From an optimization exercise on the open Yosys and OpenROAD flow, aimed at small area, a short achievable clock period and few clock cycles per item; shortcuts taken in it are not production practice.
Function was checked by simulation only, so behaviour that the tests miss may differ from the original.

==> inputs of trial 53 <==
==> flow/design.v <==
package tksg_pkg;
    localparam int STATE_BITS = 288;
    localparam int KEY_BITS   = 80;
    localparam int IV_BASE    = 93;
    localparam int WORD_BITS  = 64;
    localparam int COUNT_W    = 7;
    localparam int ROUNDS_W   = 12;
    localparam int CFG_IDX_W  = 3;
    localparam int UNROLL     = 64;    
    localparam int OFF_W      = 6;     
    localparam logic [ROUNDS_W-1:0] WARMUP_RESET = 12'd576;
    localparam logic OP_RESTART  = 1'b0;
    localparam logic OP_GENERATE = 1'b1;
    localparam logic [CFG_IDX_W-1:0] CFG_KEY_LOW  = 3'd0;
    localparam logic [CFG_IDX_W-1:0] CFG_KEY_HIGH = 3'd1;
    localparam logic [CFG_IDX_W-1:0] CFG_IV_LOW   = 3'd2;
    localparam logic [CFG_IDX_W-1:0] CFG_IV_HIGH  = 3'd3;
    localparam logic [CFG_IDX_W-1:0] CFG_WARMUP   = 3'd4;
    typedef struct packed {
        logic               load;        
        logic               step64;      
        logic               out_we;      
        logic               out_par;     
        logic               out_shift;   
        logic               ins_bit;     
        logic [OFF_W-1:0]   off;         
        logic               cnt_we;      
        logic [COUNT_W-1:0] cnt;
    } t_cmd;
endpackage
module tksg_ctrl #(
    parameter int MAX_BITS_PER_ITEM = 64
) (
    input  logic                             i_clk,
    input  logic                             i_rst_n,
    input  logic                             i_in_valid,
    output logic                             o_in_ready,
    input  logic                             i_opcode,
    input  logic [tksg_pkg::COUNT_W-1:0]     i_bits_wanted,
    output logic                             o_out_valid,
    input  logic                             i_out_ready,
    input  logic                             i_cfg_we,
    input  logic [tksg_pkg::CFG_IDX_W-1:0]   i_cfg_index,
    input  logic [tksg_pkg::ROUNDS_W-1:0]    i_cfg_warm,
    output tksg_pkg::t_cmd                   o_cmd
);
    localparam int RW = tksg_pkg::ROUNDS_W;
    localparam int CW = tksg_pkg::COUNT_W;
    localparam int OW = tksg_pkg::OFF_W;
    localparam int SW = RW - OW;
    typedef enum logic [1:0] {
        K_EMPTY = 2'd0,      
        K_PAR   = 2'd1,      
        K_SER   = 2'd2       
    } t_kind;
    logic [RW-1:0] r_warm;
    logic [SW-1:0] r_steps;          
    logic          r_steps_nz;       
    logic [OW-1:0] r_off;
    logic          r_off63;          
    logic          r_rdy;
    logic          r_fast;           
    logic          r_out_valid;
    logic          r_pend;
    t_kind         r_kind;
    logic          r_ser;            
    logic          r_phase;          
    logic [CW-1:0] r_n;
    logic [OW-1:0] r_si;             
    logic          r_take;           
    logic          r_zero;
    logic          accept;
    logic          slot_free;
    logic [CW-1:0] n_in;
    logic [CW-1:0] n_acc;
    t_kind         kind_in;
    t_kind         kind;
    logic          go;               
    logic          empty_exec;
    logic          new_par;
    logic          pend_par;
    logic          par_exec;
    logic          ser_shift;
    logic          ser_last;
    logic          ser_take;
    logic          load;
    logic          pend_next;
    logic          steps_nz_next;
    logic [OW-1:0] off_next;
    logic          rdy_next;
    assign accept    = i_in_valid && r_rdy;
    assign slot_free = !r_out_valid || i_out_ready;
    assign n_in      = i_bits_wanted[CW-1] ? CW'(MAX_BITS_PER_ITEM) : i_bits_wanted;
    assign load      = accept && (i_opcode == tksg_pkg::OP_RESTART);
    assign n_acc     = (i_opcode == tksg_pkg::OP_RESTART) ? '0 : n_in;
    always_comb begin
        if (i_opcode == tksg_pkg::OP_RESTART || n_in == '0 || r_zero)
            kind_in = K_EMPTY;
        else if (n_in[CW-1] && r_off == '0)
            kind_in = K_PAR;
        else
            kind_in = K_SER;
    end
    assign kind = r_pend ? r_kind : kind_in;
    assign go   = accept || r_pend;
    assign empty_exec = go && kind == K_EMPTY && slot_free;
    assign new_par    = i_in_valid && r_fast && i_opcode && i_bits_wanted[CW-1];
    assign pend_par   = r_pend && r_kind == K_PAR;
    assign par_exec   = (pend_par || new_par) && slot_free;
    assign ser_shift  = r_ser && r_phase && !r_out_valid;
    assign ser_last   = ser_shift && r_si == '1;
    assign ser_take   = ser_shift && r_take;
    assign pend_next  = go && !empty_exec && !par_exec && !ser_last;
    assign steps_nz_next = load ? (r_warm[RW-1:OW] != '0)
                                : (r_steps_nz && r_steps != SW'(1));
    always_comb begin
        off_next = r_off;
        if (load)
            off_next = r_warm[OW-1:0];
        else if (ser_take)
            off_next = r_off + 1'b1;
    end
    assign rdy_next = !pend_next && !steps_nz_next;
    always_comb begin
        o_cmd           = '0;
        o_cmd.load      = load;
        o_cmd.step64    = r_steps_nz || par_exec || (ser_take && r_off63);
        o_cmd.out_we    = empty_exec || par_exec || ser_shift;
        o_cmd.out_par   = par_exec;
        o_cmd.out_shift = ser_shift;
        o_cmd.ins_bit   = r_take;
        o_cmd.off       = r_off;
        o_cmd.cnt_we    = empty_exec || par_exec || ser_last;
        o_cmd.cnt       = par_exec ? CW'(MAX_BITS_PER_ITEM) : (r_pend ? r_n : n_acc);
    end
    always_ff @(posedge i_clk) begin
        if (!i_rst_n) begin
            r_warm      <= tksg_pkg::WARMUP_RESET;
            r_steps     <= '0;
            r_steps_nz  <= 1'b0;
            r_off       <= '0;
            r_off63     <= 1'b0;
            r_rdy       <= 1'b1;
            r_fast      <= 1'b0;
            r_out_valid <= 1'b0;
            r_pend      <= 1'b0;
            r_ser       <= 1'b0;
            r_phase     <= 1'b0;
            r_zero      <= 1'b1;
        end else begin
            if (i_cfg_we && i_cfg_index == tksg_pkg::CFG_WARMUP)
                r_warm <= i_cfg_warm;
            if (load)
                r_steps <= r_warm[RW-1:OW];
            else if (r_steps_nz)
                r_steps <= r_steps - 1'b1;
            r_steps_nz  <= steps_nz_next;
            r_off       <= off_next;
            r_off63     <= (off_next == '1);
            r_rdy       <= rdy_next;
            r_fast      <= rdy_next && (off_next == '0) && !(r_zero && !load);
            r_out_valid <= empty_exec || par_exec || ser_last ||
                           (r_out_valid && !i_out_ready);
            r_pend      <= pend_next;
            r_ser       <= (r_ser && !ser_last) || (accept && kind_in == K_SER);
            r_phase     <= r_ser && !r_out_valid && !r_phase;
            if (load)
                r_zero <= 1'b0;
        end
    end
    always_ff @(posedge i_clk) begin
        if (accept) begin
            r_kind <= kind_in;
            r_n    <= n_acc;
            r_si   <= '0;
            r_take <= 1'b1;
        end else if (ser_shift) begin
            r_si   <= r_si + 1'b1;
            r_take <= (CW'(r_si) + 1'b1 < r_n);
        end
    end
    assign o_in_ready  = r_rdy;
    assign o_out_valid = r_out_valid;
endmodule
module tksg_dp (
    input  logic                                 i_clk,
    input  logic                                 i_rst_n,
    input  logic                                 i_cfg_we,
    input  logic [tksg_pkg::CFG_IDX_W-1:0]       i_cfg_index,
    input  logic [tksg_pkg::WORD_BITS-1:0]       i_cfg_data,
    input  tksg_pkg::t_cmd                       i_cmd,
    output logic [tksg_pkg::WORD_BITS-1:0]       o_keystream_word,
    output logic [tksg_pkg::COUNT_W-1:0]         o_bit_count
);
    localparam int SB = tksg_pkg::STATE_BITS;
    localparam int WB = tksg_pkg::WORD_BITS;
    localparam int U  = tksg_pkg::UNROLL;
    logic [63:0]   r_key_low;
    logic [15:0]   r_key_high;
    logic [63:0]   r_iv_low;
    logic [15:0]   r_iv_high;
    logic [3:0]    r_cz;             
    logic [SB-1:0] r_state;
    logic [SB-1:0] load_state;
    logic [SB-1:0] st64;
    logic [U-1:0]  z64;
    logic          zsel;
    logic [15:0]   r_zgrp;           
    logic [WB-1:0] r_out_word;
    logic [tksg_pkg::COUNT_W-1:0] r_out_count;
    function automatic logic [SB:0] round(input logic [SB-1:0] s);
        logic t1, t2, t3;
        logic [SB-1:0] n;
        t1 = s[65]  ^ s[92];
        t2 = s[161] ^ s[176];
        t3 = s[242] ^ s[287];
        n      = {s[SB-2:0], 1'b0};
        n[0]   = t3 ^ (s[285] & s[286]) ^ s[68];
        n[93]  = t1 ^ (s[90]  & s[91])  ^ s[170];
        n[177] = t2 ^ (s[174] & s[175]) ^ s[263];
        round = {t1 ^ t2 ^ t3, n};
    endfunction
    always_comb begin : p_round
        logic [SB:0] r;
        logic [SB-1:0] s;
        s   = r_state;
        for (int i = 0; i < U; i++) begin
            r      = round(s);
            z64[i] = r[SB];
            s      = r[SB-1:0];
        end
        st64 = s;
    end
    always_comb begin
        load_state = '0;
        load_state[63:0]    = r_key_low  & {64{!r_cz[0]}};
        load_state[79:64]   = r_key_high & {16{!r_cz[1]}};
        load_state[156:93]  = r_iv_low   & {64{!r_cz[2]}};
        load_state[172:157] = r_iv_high  & {16{!r_cz[3]}};
        load_state[287:285] = 3'b111;
    end
    always_ff @(posedge i_clk) begin
        if (!i_rst_n) begin
            r_cz <= '1;
        end else if (i_cfg_we) begin
            unique case (i_cfg_index)
                tksg_pkg::CFG_KEY_LOW:  r_cz[0] <= 1'b0;
                tksg_pkg::CFG_KEY_HIGH: r_cz[1] <= 1'b0;
                tksg_pkg::CFG_IV_LOW:   r_cz[2] <= 1'b0;
                tksg_pkg::CFG_IV_HIGH:  r_cz[3] <= 1'b0;
                default: ;
            endcase
        end
    end
    always_ff @(posedge i_clk) begin
        if (i_rst_n && i_cfg_we) begin
            unique case (i_cfg_index)
                tksg_pkg::CFG_KEY_LOW:  r_key_low  <= i_cfg_data;
                tksg_pkg::CFG_KEY_HIGH: r_key_high <= i_cfg_data[15:0];
                tksg_pkg::CFG_IV_LOW:   r_iv_low   <= i_cfg_data;
                tksg_pkg::CFG_IV_HIGH:  r_iv_high  <= i_cfg_data[15:0];
                default: ;
            endcase
        end
    end
    always_ff @(posedge i_clk) begin
        if (i_cmd.load) begin
            r_state <= load_state;
        end else if (i_cmd.step64) begin
            r_state <= st64;
        end
    end
    always_ff @(posedge i_clk) begin
        for (int g = 0; g < 16; g++)
            r_zgrp[g] <= z64[4*g + int'(i_cmd.off[1:0])];
    end
    assign zsel = r_zgrp[i_cmd.off[5:2]];
    always_ff @(posedge i_clk) begin
        if (i_cmd.out_we) begin
            if (i_cmd.out_par)
                r_out_word <= z64;
            else if (i_cmd.out_shift)
                r_out_word <= {zsel && i_cmd.ins_bit, r_out_word[WB-1:1]};
            else
                r_out_word <= '0;
        end
        if (i_cmd.cnt_we)
            r_out_count <= i_cmd.cnt;
    end
    assign o_keystream_word = r_out_word;
    assign o_bit_count      = r_out_count;
endmodule
module trivium_keystream_generator_top #(
    parameter int MAX_BITS_PER_ITEM = 64
) (
    input  logic                               i_clk,
    input  logic                               i_rst_n,
    input  logic                               i_in_valid,
    output logic                               o_in_ready,
    input  logic                               i_opcode,
    input  logic [tksg_pkg::COUNT_W-1:0]       i_bits_wanted,
    output logic                               o_out_valid,
    input  logic                               i_out_ready,
    output logic [tksg_pkg::WORD_BITS-1:0]     o_keystream_word,
    output logic [tksg_pkg::COUNT_W-1:0]       o_bit_count,
    input  logic                               i_cfg_we,
    input  logic [tksg_pkg::CFG_IDX_W-1:0]     i_cfg_index,
    input  logic [tksg_pkg::WORD_BITS-1:0]     i_cfg_data
);
    tksg_pkg::t_cmd cmd;
    tksg_ctrl #(
        .MAX_BITS_PER_ITEM (MAX_BITS_PER_ITEM)
    ) u_ctrl (
        .i_clk         (i_clk),
        .i_rst_n       (i_rst_n),
        .i_in_valid    (i_in_valid),
        .o_in_ready    (o_in_ready),
        .i_opcode      (i_opcode),
        .i_bits_wanted (i_bits_wanted),
        .o_out_valid   (o_out_valid),
        .i_out_ready   (i_out_ready),
        .i_cfg_we      (i_cfg_we),
        .i_cfg_index   (i_cfg_index),
        .i_cfg_warm    (i_cfg_data[tksg_pkg::ROUNDS_W-1:0]),
        .o_cmd         (cmd)
    );
    tksg_dp u_dp (
        .i_clk            (i_clk),
        .i_rst_n          (i_rst_n),
        .i_cfg_we         (i_cfg_we),
        .i_cfg_index      (i_cfg_index),
        .i_cfg_data       (i_cfg_data),
        .i_cmd            (cmd),
        .o_keystream_word (o_keystream_word),
        .o_bit_count      (o_bit_count)
    );
endmodule
==> flow/flow/run.sh <==
#!/bin/bash
# standard layout with plain buffers on the ports (instead of the delay cells
# buffer_ports picks by default), sizing free to change cell footprints, and
# clock tree sinks clustered by 20 without dummy loads
set -euo pipefail
bash standard.sh \
  "BUFFER_PORTS_ARGS=-buffer_cell sky130_fd_sc_hd__buf_4" \
  MATCH_CELL_FOOTPRINT=0 \
  "CTS_ARGS=-sink_clustering_enable -repair_clock_nets -dont_use_dummy_load -sink_clustering_size 24 -sink_clustering_max_diameter 100" \
  finish > flow_standard.log 2>&1
==> flow/standard.sh <==
#!/bin/bash
# synth_recipe.tcl (not shown) runs the flow's synth.tcl, then flattens the netlist and writes it again
# the make line also repeats each setting of config.mk as NAME=value (left out here)
make -C /OpenROAD-flow-scripts/flow DESIGN_CONFIG=/design/flow/config.mk WORK_HOME=/design/flow/orfs CLKGATE_MAP_FILE= SYNTH_SCRIPT=/design/flow/synth_recipe.tcl "${@:-finish}"
==> flow/config.mk <==
export PLATFORM = sky130hd
export DESIGN_NAME = trivium_keystream_generator_top
export DESIGN_NICKNAME = trivium_keystream_generator_top
export VERILOG_FILES = /design/flow/design.v
export SDC_FILE = /design/flow/constraint.sdc
export NUM_CORES = 4
export LEC_CHECK = 0
export ABC_CLOCK_PERIOD_IN_PS = 2200
export CAP_MARGIN = 20
export CORE_MARGIN = 2
export CORE_UTILIZATION = 60
export PLACE_DENSITY = 0.85
export SETUP_SLACK_MARGIN = 2.7
export SLEW_MARGIN = 20
==> flow/constraint.sdc <==
create_clock -name core_clock -period 5.0 [get_ports {i_clk}]
set_input_delay 1.0000 -clock core_clock [delete_from_list [all_inputs] [get_ports {i_clk}]]
set_output_delay 1.0000 -clock core_clock [all_outputs]
set_load 0.01 [all_outputs]
==> trial 66: changes against trial 53 <==
--- a/flow/design.v
+++ b/flow/design.v
@@ -24,4 +24,5 @@
         logic               out_shift;   
         logic               ins_bit;     
+        logic               zero;        
         logic [OFF_W-1:0]   off;         
         logic               cnt_we;      
@@ -73,5 +74,4 @@
     logic          slot_free;
     logic [CW-1:0] n_in;
-    logic [CW-1:0] n_acc;
     t_kind         kind_in;
     t_kind         kind;
@@ -93,7 +93,6 @@
     assign n_in      = i_bits_wanted[CW-1] ? CW'(MAX_BITS_PER_ITEM) : i_bits_wanted;
     assign load      = accept && (i_opcode == tksg_pkg::OP_RESTART);
-    assign n_acc     = (i_opcode == tksg_pkg::OP_RESTART) ? '0 : n_in;
     always_comb begin
-        if (i_opcode == tksg_pkg::OP_RESTART || n_in == '0 || r_zero)
+        if (i_opcode == tksg_pkg::OP_RESTART || n_in == '0)
             kind_in = K_EMPTY;
         else if (n_in[CW-1] && r_off == '0)
@@ -129,8 +128,9 @@
         o_cmd.out_par   = par_exec;
         o_cmd.out_shift = ser_shift;
-        o_cmd.ins_bit   = r_take;
+        o_cmd.ins_bit   = r_take && !r_zero;
+        o_cmd.zero      = r_zero;
         o_cmd.off       = r_off;
         o_cmd.cnt_we    = empty_exec || par_exec || ser_last;
-        o_cmd.cnt       = par_exec ? CW'(MAX_BITS_PER_ITEM) : (r_pend ? r_n : n_acc);
+        o_cmd.cnt       = par_exec ? CW'(MAX_BITS_PER_ITEM) : ser_last ? r_n : '0;
     end
     always_ff @(posedge i_clk) begin
@@ -142,5 +142,5 @@
             r_off63     <= 1'b0;
             r_rdy       <= 1'b1;
-            r_fast      <= 1'b0;
+            r_fast      <= 1'b1;
             r_out_valid <= 1'b0;
             r_pend      <= 1'b0;
@@ -159,5 +159,5 @@
             r_off63     <= (off_next == '1);
             r_rdy       <= rdy_next;
-            r_fast      <= rdy_next && (off_next == '0) && !(r_zero && !load);
+            r_fast      <= rdy_next && (off_next == '0);
             r_out_valid <= empty_exec || par_exec || ser_last ||
                            (r_out_valid && !i_out_ready);
@@ -172,5 +172,5 @@
         if (accept) begin
             r_kind <= kind_in;
-            r_n    <= n_acc;
+            r_n    <= n_in;
             r_si   <= '0;
             r_take <= 1'b1;
@@ -206,5 +206,5 @@
     logic [U-1:0]  z64;
     logic          zsel;
-    logic [15:0]   r_zgrp;           
+    logic [7:0]    r_zgrp;           
     logic [WB-1:0] r_out_word;
     logic [tksg_pkg::COUNT_W-1:0] r_out_count;
@@ -272,12 +272,12 @@
     end
     always_ff @(posedge i_clk) begin
-        for (int g = 0; g < 16; g++)
-            r_zgrp[g] <= z64[4*g + int'(i_cmd.off[1:0])];
+        for (int g = 0; g < 8; g++)
+            r_zgrp[g] <= z64[8*g + int'(i_cmd.off[2:0])];
     end
-    assign zsel = r_zgrp[i_cmd.off[5:2]];
+    assign zsel = r_zgrp[i_cmd.off[5:3]];
     always_ff @(posedge i_clk) begin
         if (i_cmd.out_we) begin
             if (i_cmd.out_par)
-                r_out_word <= z64;
+                r_out_word <= z64 & {WB{!i_cmd.zero}};
             else if (i_cmd.out_shift)
                 r_out_word <= {zsel && i_cmd.ins_bit, r_out_word[WB-1:1]};
--- a/flow/flow/run.sh
+++ b/flow/flow/run.sh
@@ -7,4 +7,4 @@
   "BUFFER_PORTS_ARGS=-buffer_cell sky130_fd_sc_hd__buf_4" \
   MATCH_CELL_FOOTPRINT=0 \
-  "CTS_ARGS=-sink_clustering_enable -repair_clock_nets -dont_use_dummy_load -sink_clustering_size 24 -sink_clustering_max_diameter 100" \
+  "CTS_ARGS=-sink_clustering_enable -repair_clock_nets -dont_use_dummy_load -sink_clustering_size 20 -sink_clustering_max_diameter 100" \
   finish > flow_standard.log 2>&1
Settings changed: CORE_UTILIZATION 60 to 70, PLACE_DENSITY 0.85 to unset, SETUP_SLACK_MARGIN 2.7 to 2.8.
==> build 18: changes against trial 53 <==
Settings changed: PLACE_DENSITY 0.85 to unset, SETUP_SLACK_MARGIN 2.7 to 2.75.
==> impl_metrics.csv <==
group,metric,value,unit
final_layout,seq_cells,588,
run_status,status,"no timing/DRC/antenna violations",
clock_network,cts_buffers,28,
global_routing,grt_pass1_vias,21200,
clock_network,numClockSinks,588,
final_layout,regArea,0.0158,mm^2
critical_path,reg2reg_from,"u_dp.r_state[121]",
sta,relSlewSlack,24.4,%
critical_path,slowest_delay,0.65,ns
The numbers above come from trial 53.

==> impl_metrics.csv <==
group,metric,value,unit
run_status,status,"no timing/DRC/antenna violations",
final_layout,regArea,0.0158,mm^2
final_layout,seq_cells,588,
drt,post_drt_wl_per_cell,29.7,um
critical_path,slowest_delay,0.63,ns
logic_synthesis,synth.avg_cell_area,10.3,um^2
die,rows,82,
final_layout,syn2layout_area_growth,9.84,%
clock_network,numClockSinks,588,
drt,dr.pass1.iters,6,
clock_network,cts_buffers,28,
global_routing,grt_pass1_vias,20900,
The numbers above come from build 18.

==> impl_metrics.csv <==
group,metric,value,unit
run_status,status,"no timing/DRC/antenna violations",
power_and_ir_drop,power_combinational,12.0,mW
critical_path,reg2reg_from,"u_dp.r_state[169]",
final_layout,regArea,0.0156,mm^2
final_layout,seq_cells,580,
clock_network,cts_buffers,35,
global_routing,grt_pass1_vias,22500,
sta,relSlewSlack,32.4,%
clock_network,numClockSinks,580,
clock_network,clk_latency,0.61,ns
The numbers above come from trial 66.

Testbench counts of trial 53, summed over its fixed seeds: cycles 1,352, items 65,536.
Testbench counts of trial 66, summed over its fixed seeds: cycles 1,352, items 65,536.
Testbench counts of build 18, summed over its fixed seeds: cycles 1,352, items 65,536.

re-timing with driven ports:
The results above use ideal ports. As a check the final layouts listed here were re-extracted and re-timed, cells and wires unchanged.
Step 1: set_driving_cell puts a clkbuf_16 on i_clk and a buf_2 on each other input, an assumption about the parent block.
Step 2 moves the port delays by t, midway between the first and last clock arrival at a register: inputs arrive t later, outputs are due t later. That takes back most of the time a late clock gives input paths.
Slacks: no drivers / after step 1 / after step 2; pairs: no drivers / after step 1.
run | t (ns) | setup WS [ns] | worst register clock-pin slew, ns
trial 53 | 0.682 | 2.582 / 2.582 / 2.006 | 0.11 / 0.11
trial 66 | 0.642 | 2.609 / 2.609 / 2.103 | 0.09 / 0.09
build 18 | 0.690 | 2.677 / 2.677 / 2.077 | 0.11 / 0.11
After both steps setup and hold are still met in every run listed. The setup slack of build 18, which loses most, moves by 0.000 ns with the drivers and by -0.600 ns with both steps.
